This is an optimization exercise on Yosys and OpenROAD, whose aim is small area, a short achievable clock period and few clock cycles per item, not a production implementation. The RTL was checked by simulation tests, not by an equivalence proof against the original design.

Setup of job 8922:
Design blowfish_dec_iter, start of the top module:
module blowfish_dec_iter (
  input  logic         clk,
  input  logic         rst_n,
  input  logic         in_valid,
  output logic         in_ready,
  input  logic [63:0]  ct,
  input  logic [448:0] key,
  output logic         out_valid,
  input  logic         out_ready,
  output logic [63:0]  pt
);
For scale: ~4100 cells after synthesis, ~1200 flip-flops, roughly 580 I/O pins, roughly 46000 um^2 of cells after synthesis.
Settings: LEC_CHECK=0, CAP_MARGIN=0, CORE_MARGIN=2, CORE_UTILIZATION=60, CTS_BUF_LIST=sky130_fd_sc_hd__clkbuf_16, CTS_CLUSTER_DIAMETER=100, CTS_CLUSTER_SIZE=30, SLEW_MARGIN=0; clock period 12.5 ns.
standard.sh (not shown) runs the stock make flow with config.mk's settings and CLKGATE_MAP_FILE= SYNTH_SCRIPT=/design/flow/synth_recipe.tcl, a recipe that flattens the netlist after the stock synthesis.
==> flow/flow/run.sh <==
#!/bin/bash
# The standard layout, with two changes to how it is made: the port buffers are the smallest
# buffer (buf_1) and timing repair aims for more setup slack than the clock period needs.
# make's full output goes to standard.log; each ORFS step logs under orfs/logs/.
set -euo pipefail
bash standard.sh \
  "BUFFER_PORTS_ARGS=-buffer_cell sky130_fd_sc_hd__buf_1" \
  "SETUP_SLACK_MARGIN=${FLOW_SETUP_MARGIN:-8}" \
  finish > standard.log 2>&1
Job 8922 completed end to end with timing, DRC and antenna clean.
Testbench counts of job 8922, summed over its fixed seeds: cycles 5,168, items 320.
Modified inputs, job 1501 compared to job 8922
# job 8922
export LEC_CHECK = 0
export CAP_MARGIN = 0
export CORE_MARGIN = 2
export CORE_UTILIZATION = 60
export CTS_BUF_LIST = sky130_fd_sc_hd__clkbuf_16
export CTS_CLUSTER_DIAMETER = 100
export CTS_CLUSTER_SIZE = 30
export SLEW_MARGIN = 0
create_clock -name core_clock -period 12.5 [get_ports {clk}]
# job 1501
export LEC_CHECK = 0
export CAP_MARGIN = 0
export CORE_MARGIN = 2
export CORE_UTILIZATION = 60
export CTS_BUF_LIST = sky130_fd_sc_hd__clkbuf_8
export SLEW_MARGIN = 0
create_clock -name core_clock -period 12.5 [get_ports {clk}]
diff --git a/flow/flow/run.sh b/flow/flow/run.sh
--- a/flow/flow/run.sh
+++ b/flow/flow/run.sh
@@ -8 +8 @@
-  "SETUP_SLACK_MARGIN=${FLOW_SETUP_MARGIN:-8}" \
+  "SETUP_SLACK_MARGIN=${FLOW_SETUP_MARGIN:-9}" \
--- outcome ---
- [compare] base=job 8922 new=job 1501: final critical delay including setup and external delays went down by 0.14 ns; initial antenna violation count decreased by 22% relative to the old numbers; number of buffer and inverter stages on the critical path dropped 1.
- Job 1501 against job 8922; design area is up by more than 10%.
- The final reports for job 1501 and job 8922 show number of H-tree levels higher in the former.
- Job 1501 vs. job 8922: area growth from synthesis to final layout now larger.
### job 1501 -> job 199
# job 1501
export LEC_CHECK = 0
export CAP_MARGIN = 0
export CORE_MARGIN = 2
export CORE_UTILIZATION = 60
export CTS_BUF_LIST = sky130_fd_sc_hd__clkbuf_8
export SLEW_MARGIN = 0
create_clock -name core_clock -period 12.5 [get_ports {clk}]
# job 199
export LEC_CHECK = 0
export CAP_MARGIN = 0
export CORE_MARGIN = 2
export CORE_UTILIZATION = 60
export CTS_BUF_LIST = sky130_fd_sc_hd__clkbuf_16
export CTS_CLUSTER_DIAMETER = 100
export CTS_CLUSTER_SIZE = 30
export SLEW_MARGIN = 0
create_clock -name core_clock -period 12.5 [get_ports {clk}]
diff --git a/flow/flow/run.sh b/flow/flow/run.sh
--- a/flow/flow/run.sh
+++ b/flow/flow/run.sh
@@ -8 +8 @@
-  "SETUP_SLACK_MARGIN=${FLOW_SETUP_MARGIN:-9}" \
+  "SETUP_SLACK_MARGIN=${FLOW_SETUP_MARGIN:-8.75}" \
[summary]
- From job 1501 to job 199 the numbers moved as follows: total stage count of the critical path lost 2; smallest setup slack after layout picked up an extra 0.037 ns; final design instance area without fill lost 6.9%; signed area change from the synthesized netlist to the final layout lost 8.6 points.
- Job 199 vs job 1501, via count went down by about 4%.
- Compared with job 1501, job 199 shows share of cell area taken by flip-flops and latches higher by 3.2 points.
- Min met3 global-route usage across job 199 and job 1501: job 199
- For job 199 and job 1501, there was not a single run that failed to finish clean.
- Diff job 1501 -> job 199: total of clock buffers placed in the layout fell about 80%, number of nets in the final layout fell 196.
[inputs] job 527 vs job 199
# job 199
export LEC_CHECK = 0
export CAP_MARGIN = 0
export CORE_MARGIN = 2
export CORE_UTILIZATION = 60
export CTS_BUF_LIST = sky130_fd_sc_hd__clkbuf_16
export CTS_CLUSTER_DIAMETER = 100
export CTS_CLUSTER_SIZE = 30
export SLEW_MARGIN = 0
create_clock -name core_clock -period 12.5 [get_ports {clk}]
# job 527
export LEC_CHECK = 0
export ABC_AREA = 1
export CAP_MARGIN = 0
export CORE_MARGIN = 2
export CORE_UTILIZATION = 60
export CTS_BUF_LIST = sky130_fd_sc_hd__clkbuf_16
export CTS_CLUSTER_DIAMETER = 100
export CTS_CLUSTER_SIZE = 30
export SLEW_MARGIN = 0
export TNS_END_PERCENT = 30
create_clock -name core_clock -period 12.5 [get_ports {clk}]
diff --git a/flow/flow/run.sh b/flow/flow/run.sh
--- a/flow/flow/run.sh
+++ b/flow/flow/run.sh
@@ -8 +8 @@
-  "SETUP_SLACK_MARGIN=${FLOW_SETUP_MARGIN:-8.75}" \
+  "SETUP_SLACK_MARGIN=${FLOW_SETUP_MARGIN:-8.5}" \
Results
Max area after synthesis across job 199 and job 527: job 527
Transition time of the tightest slew-check pin for job 527 is higher than for job 199.
The run showing the smaller least setup slack across all paths after layout is job 199.
From job 199 to job 527 the numbers moved as follows: synthesized area per cell shrank by 27%; finished layout cell area saw a decrease; path length in cells of the critical path shrank by 16; sequential cell count shows no meaningful change.
Looking at weighted congestion at the end of routability-driven global placement, job 527 sits 0.072 above job 199.

========
## build 34
Another version of the RTL of blowfish_dec_iter (not shown whole).
For scale: roughly 1200 flip-flops, roughly 580 I/O pins, roughly 46000 sq um of cells after synthesis.
==> flow/design.v (excerpt) <==
module blowfish_dec_iter (
  input  logic         clk,
  input  logic         rst_n,
  input  logic         in_valid,
  output logic         in_ready,
  input  logic [63:0]  ct,
  input  logic [448:0] key,
  output logic         out_valid,
  input  logic         out_ready,
  output logic [63:0]  pt
);
clock: 12.5 ns
lec_check: 0
cap_margin: 0
core_margin: 2
core_utilization: 60
cts_buf_list: sky130_fd_sc_hd__clkbuf_8
slew_margin: 0
==> flow/flow/run.sh <==
#!/bin/bash
# The standard layout, with two changes to how it is made: the port buffers are the smallest
# buffer (buf_1) and timing repair aims for more setup slack than the clock period needs.
# make's full output goes to standard.log; each ORFS step logs under orfs/logs/.
set -euo pipefail
bash standard.sh \
  "BUFFER_PORTS_ARGS=-buffer_cell sky130_fd_sc_hd__buf_1" \
  "SETUP_SLACK_MARGIN=${FLOW_SETUP_MARGIN:-10}" \
  finish > standard.log 2>&1
Testbench counts of build 34, summed over its fixed seeds: cycles 5,168, items 320.
Relative to build 34, the following input files were edited for build 30:
==> flow/run.sh (new file) <==
#!/bin/bash
# synth_recipe.tcl (not shown) runs the flow's synth.tcl, then flattens the netlist and writes it again
# the make line also repeats each setting of config.mk as NAME=value (left out here)
make -C /OpenROAD-flow-scripts/flow DESIGN_CONFIG=/design/flow/config.mk WORK_HOME=/design/flow/orfs CLKGATE_MAP_FILE= SYNTH_SCRIPT=/design/flow/synth_recipe.tcl finish
removed: flow/flow/run.sh
removed: flow/standard.sh
## What came out
- Delta (build 30 minus build 34): register-to-register slack fell by 1060 ps; antenna diode count went down 13.
- Across both runs, worst setup margin was lower for build 30 than for build 34.
diff inputs: build 30 => build 48
- a deleted CTS_BUF_LIST that had been sky130_fd_sc_hd__clkbuf_8
- a change of CORE_UTILIZATION from 60 to 40
- a change of SLEW_MARGIN from 0 to 20
- a change of CAP_MARGIN from 0 to 20
==> comparison <==
Build 48 | status: complete | timing, DRC, antenna: pass. Sort build 48 and build 30 by final HPWL from detailed placement, ascending, and build 30 comes first. Against build 30 as the reference, build 48 delivers a lower data required time at the worst endpoint. On minimum clock period after layout, the lower figure sits with build 48, not build 30.
Modified inputs, build 6 compared to build 48
- changing SLEW_MARGIN from 20 to 0
- changing CAP_MARGIN from 20 to 0
- changing CORE_UTILIZATION from 40 to 60
- setting CTS_BUF_LIST to sky130_fd_sc_hd__clkbuf_8 for the first time
==> flow/flow/run.sh (new file) <==
#!/bin/bash
# The standard layout, with two changes to how it is made: the port buffers are the smallest
# buffer (buf_1) and timing repair aims for more setup slack than the clock period needs.
# make's full output goes to standard.log; each ORFS step logs under orfs/logs/.
set -euo pipefail
bash standard.sh \
  "BUFFER_PORTS_ARGS=-buffer_cell sky130_fd_sc_hd__buf_1" \
  "SETUP_SLACK_MARGIN=${FLOW_SETUP_MARGIN:-8}" \
  finish > standard.log 2>&1
==> flow/standard.sh (new file) <==
#!/bin/bash
# synth_recipe.tcl (not shown) runs the flow's synth.tcl, then flattens the netlist and writes it again
# the make line also repeats each setting of config.mk as NAME=value (left out here)
make -C /OpenROAD-flow-scripts/flow DESIGN_CONFIG=/design/flow/config.mk WORK_HOME=/design/flow/orfs CLKGATE_MAP_FILE= SYNTH_SCRIPT=/design/flow/synth_recipe.tcl "${@:-finish}"
removed: flow/run.sh
The final worst slack number comes out higher for build 6 vs build 48.
Looking at post-layout utilization of the core, build 6 sits 21 points higher than build 48 does.
Going from build 48 to build 6, the number of antenna violations at the first check in global routing was found to have gone down by 13.
Fmax: build 6 higher than build 48
Compared with build 48, in build 6 placed cell area fell about 8%, non-clock buffer count in the final layout rose 33, share of the clock period used by the worst path fell 6.4 points, final design area excluding fillers fell 3400 sq um, antenna cell count rose 13.

========
## P
RTL: one of the versions met above, not the one the previous note started from.
For scale: roughly 1200 flip-flops, ~580 I/O pins.
export LEC_CHECK = 0
export CAP_MARGIN = 0
export CORE_MARGIN = 2
export CORE_UTILIZATION = 60
export CTS_BUF_LIST = sky130_fd_sc_hd__clkbuf_16
export CTS_CLUSTER_DIAMETER = 100
export CTS_CLUSTER_SIZE = 30
export SLEW_MARGIN = 0
export TNS_END_PERCENT = 30
create_clock -name core_clock -period 12.5 [get_ports {clk}]
==> flow/flow/run.sh <==
#!/bin/bash
# The standard layout, with two changes to how it is made: the port buffers are the smallest
# buffer (buf_1) and timing repair aims for more setup slack than the clock period needs.
# make's full output goes to standard.log; each ORFS step logs under orfs/logs/.
set -euo pipefail
bash standard.sh \
  "BUFFER_PORTS_ARGS=-buffer_cell sky130_fd_sc_hd__buf_1" \
  "SETUP_SLACK_MARGIN=${FLOW_SETUP_MARGIN:-9}" \
  finish > standard.log 2>&1
P: flow completed, timing, DRC and antenna clean
Testbench counts of P, summed over its fixed seeds: cycles 5,168, items 320.
Relative to P, the following input files were edited for Q:
- clearing TNS_END_PERCENT, which used to be 30
- putting PLACE_DENSITY at 0.72 where nothing was set
- swapping 60 for 70 in CORE_UTILIZATION
--- a/flow/flow/run.sh
+++ b/flow/flow/run.sh
@@ -8 +8 @@
-  "SETUP_SLACK_MARGIN=${FLOW_SETUP_MARGIN:-9}" \
+  "SETUP_SLACK_MARGIN=${FLOW_SETUP_MARGIN:-8}" \
### Flow results
- Taking P as the reference, in Q fraction of area in registers grew by 2.8 points, per-cell via count in the routed design grew by about 8%, clock latency on the worst-skew pair held steady.
- When the final numbers for Q and P were put side by side, the stage delay of the slowest cell on the critical path turned out to be greater in Q.
- Comparing Q and P, sum of met2 wire segment lengths after detailed routing is higher on Q.
- In the final reports, the cell area of Q is smaller than that of P.
- Final clock period utilization by the worst path up 2.7 points in Q wrt P
- P → Q: number of global-route vias before repair increased 1134; sequential cell count of the final layout level.
The inputs of R differ from those of Q as listed below.
- swapping 70 for 60 in CORE_UTILIZATION
- putting TNS_END_PERCENT at 30 where nothing was set
- clearing PLACE_DENSITY, which used to be 0.72
--- a/flow/flow/run.sh
+++ b/flow/flow/run.sh
@@ -8 +8 @@
-  "SETUP_SLACK_MARGIN=${FLOW_SETUP_MARGIN:-8}" \
+  "SETUP_SLACK_MARGIN=${FLOW_SETUP_MARGIN:-8.5}" \
- Q -> R: worst clock skew on the final layout flat
- Maximum fanout encountered on the critical timing path: R vs Q down 5
- Reported for R and Q, number of clock sinks turned out identical to the last digit.
- The pre-CTS worst setup slack in R was lower than what Q gave.
For S, these inputs were changed with respect to R:
- TNS_END_PERCENT removed (was 30)
- CORE_UTILIZATION changed from 60 to 50
## What came out
Summary of S over R: maximum fanout encountered on the critical timing path went up, non-clock buffer total of the final layout shows no meaningful change, total cell area at the placement stage rose about 0.37%.
In the tables for R and S, area fraction of clock buffers and clock inverters reads lower with R.
Between S and R, the flip-flop and latch share of the layout cell area figures differ only marginally.
Final design area excluding fillers of R is on par with S.
[compare] base=R new=S: met3 usage went down by 1.1 points.

========
Starting RTL as in the previous note.
Settings: LEC_CHECK=0, CAP_MARGIN=0, CORE_MARGIN=2, CORE_UTILIZATION=55, CTS_BUF_LIST=sky130_fd_sc_hd__clkbuf_16, CTS_CLUSTER_DIAMETER=100, CTS_CLUSTER_SIZE=30, SLEW_MARGIN=0, TNS_END_PERCENT=30; clock period 12.5 ns.
==> flow/flow/run.sh <==
#!/bin/bash
# The standard layout, with two changes to how it is made: the port buffers are the smallest
# buffer (buf_1) and timing repair aims for more setup slack than the clock period needs.
# make's full output goes to standard.log; each ORFS step logs under orfs/logs/.
set -euo pipefail
bash standard.sh \
  "BUFFER_PORTS_ARGS=-buffer_cell sky130_fd_sc_hd__buf_1" \
  "SETUP_SLACK_MARGIN=${FLOW_SETUP_MARGIN:-8.5}" \
  finish > standard.log 2>&1
Testbench counts at the start, summed over its fixed seeds: cycles 5,168, items 320.
Then changed:
--- a/flow/flow/run.sh
+++ b/flow/flow/run.sh
@@ -8 +8 @@
-  "SETUP_SLACK_MARGIN=${FLOW_SETUP_MARGIN:-8.5}" \
+  "SETUP_SLACK_MARGIN=${FLOW_SETUP_MARGIN:-9}" \
- ABC_AREA: default -> 1
- CORE_UTILIZATION: 55 -> 60
- die area fell by 5.2%
- worst setup slack is better by 210 ps
- non-clock buffer count rises by 41
- routed wire length went up by 25%
- sequential share of layout area went down by 2.4 points
- core utilization is higher by 7.1 points

========
Setup of harbor:
Starting RTL as in the previous note.
Settings: LEC_CHECK=0, CAP_MARGIN=0, CORE_MARGIN=2, CORE_UTILIZATION=60, CTS_BUF_LIST=sky130_fd_sc_hd__clkbuf_16, CTS_CLUSTER_DIAMETER=100, CTS_CLUSTER_SIZE=30, SLEW_MARGIN=0; clock period 12.5 ns.
==> flow/flow/run.sh <==
#!/bin/bash
# The standard layout, with two changes to how it is made: the port buffers are the smallest
# buffer (buf_1) and timing repair aims for more setup slack than the clock period needs.
# make's full output goes to standard.log; each ORFS step logs under orfs/logs/.
set -euo pipefail
bash standard.sh \
  "BUFFER_PORTS_ARGS=-buffer_cell sky130_fd_sc_hd__buf_1" \
  "SETUP_SLACK_MARGIN=${FLOW_SETUP_MARGIN:-8.5}" \
  finish > standard.log 2>&1
Testbench counts of harbor, summed over its fixed seeds: cycles 5,168, items 320.
### harbor -> violet
Settings: a deleted CTS_CLUSTER_DIAMETER that had been 100; a change of CTS_BUF_LIST from sky130_fd_sc_hd__clkbuf_16 to sky130_fd_sc_hd__clkbuf_8; a deleted CTS_CLUSTER_SIZE that had been 30.
-- flow/flow/run.sh --
<<< harbor, line 7
  "BUFFER_PORTS_ARGS=-buffer_cell sky130_fd_sc_hd__buf_1" \
  "SETUP_SLACK_MARGIN=${FLOW_SETUP_MARGIN:-8.5}" \
  finish > standard.log 2>&1
>>> violet, line 7
  "BUFFER_PORTS_ARGS=-buffer_cell sky130_fd_sc_hd__buf_1" \
  "SETUP_SLACK_MARGIN=${FLOW_SETUP_MARGIN:-8}" \
  finish > standard.log 2>&1
- Re largest incremental delay on the critical path: violet and harbor aren't equal, and the lower value belongs to harbor.
- violet vs harbor, cell with the biggest individual delay on the critical path: sky130_fd_sc_hd__o41a_1 vs sky130_fd_sc_hd__fa_2
- violet vs harbor: final area up by a few percent
- NOTE highest attainable clock frequency harbor->violet decreased by a few percent

-- what the ideal ports hide --
How much do the figures lean on ideal ports? The routed layouts below were timed once more, with nothing changed but the port constraints.
Step 1 assumes that a clkbuf_16 drives the clock port and a buf_2 every other input.
Step 2 times the ports against the registers' clock, not the clock port: input delays grow and output delays shrink by t, the midpoint of the rising clock arrivals with the driver on.
a / b / c = no drivers / after step 1 / after step 2; a / b = the first two.
| run | shift t [ns] | slack for setup (ns) | worst setup path after step 2 | clock arrival spread, ns |
|---|---|---|---|---|
| job 8922 | 0.710 | 8.127 / 8.127 / 8.127 | register to register | 0.036 / 0.036 |
| job 1501 | 0.908 | 8.263 / 8.263 / 8.168 | input to register | 0.068 / 0.068 |
| job 199 | 0.716 | 8.300 / 8.300 / 8.243 | input to register | 0.033 / 0.033 |
| job 527 | 0.721 | 8.558 / 8.480 / 8.004 | input to register | 0.055 / 0.056 |
| build 34 | 0.912 | 8.284 / 8.284 / 8.284 | register to register | 0.061 / 0.060 |
| build 30 | 0.908 | 7.227 / 7.227 / 7.227 | register to register | 0.081 / 0.081 |
| build 48 | 0.765 | 7.371 / 7.371 / 7.371 | register to register | 0.055 / 0.054 |
| build 6 | 0.901 | 8.168 / 8.099 / 8.168 | register to register | 0.077 / 0.077 |
| P | 0.718 | 8.286 / 8.286 / 8.232 | input to register | 0.027 / 0.027 |
| Q | 0.726 | 7.948 / 7.948 / 7.948 | register to register | 0.037 / 0.037 |
| R | 0.722 | 8.292 / 8.292 / 8.228 | input to register | 0.032 / 0.032 |
| S | 0.754 | 8.234 / 8.234 / 8.196 | input to register | 0.038 / 0.037 |
| the first run of note 4 | 0.726 | 8.345 / 8.345 / 8.173 | input to register | 0.053 / 0.053 |
| the second run of note 4 | 0.733 | 8.551 / 8.476 / 8.447 | input to register | 0.029 / 0.030 |
| harbor | 0.720 | 8.303 / 8.303 / 8.222 | input to register | 0.032 / 0.033 |
| violet | 0.894 | 8.164 / 8.164 / 8.164 | register to register | 0.069 / 0.070 |
After both steps setup and hold are still met in every run listed. The setup slack of job 527, which loses most, moves by -0.078 ns with the drivers and by -0.554 ns with both steps.
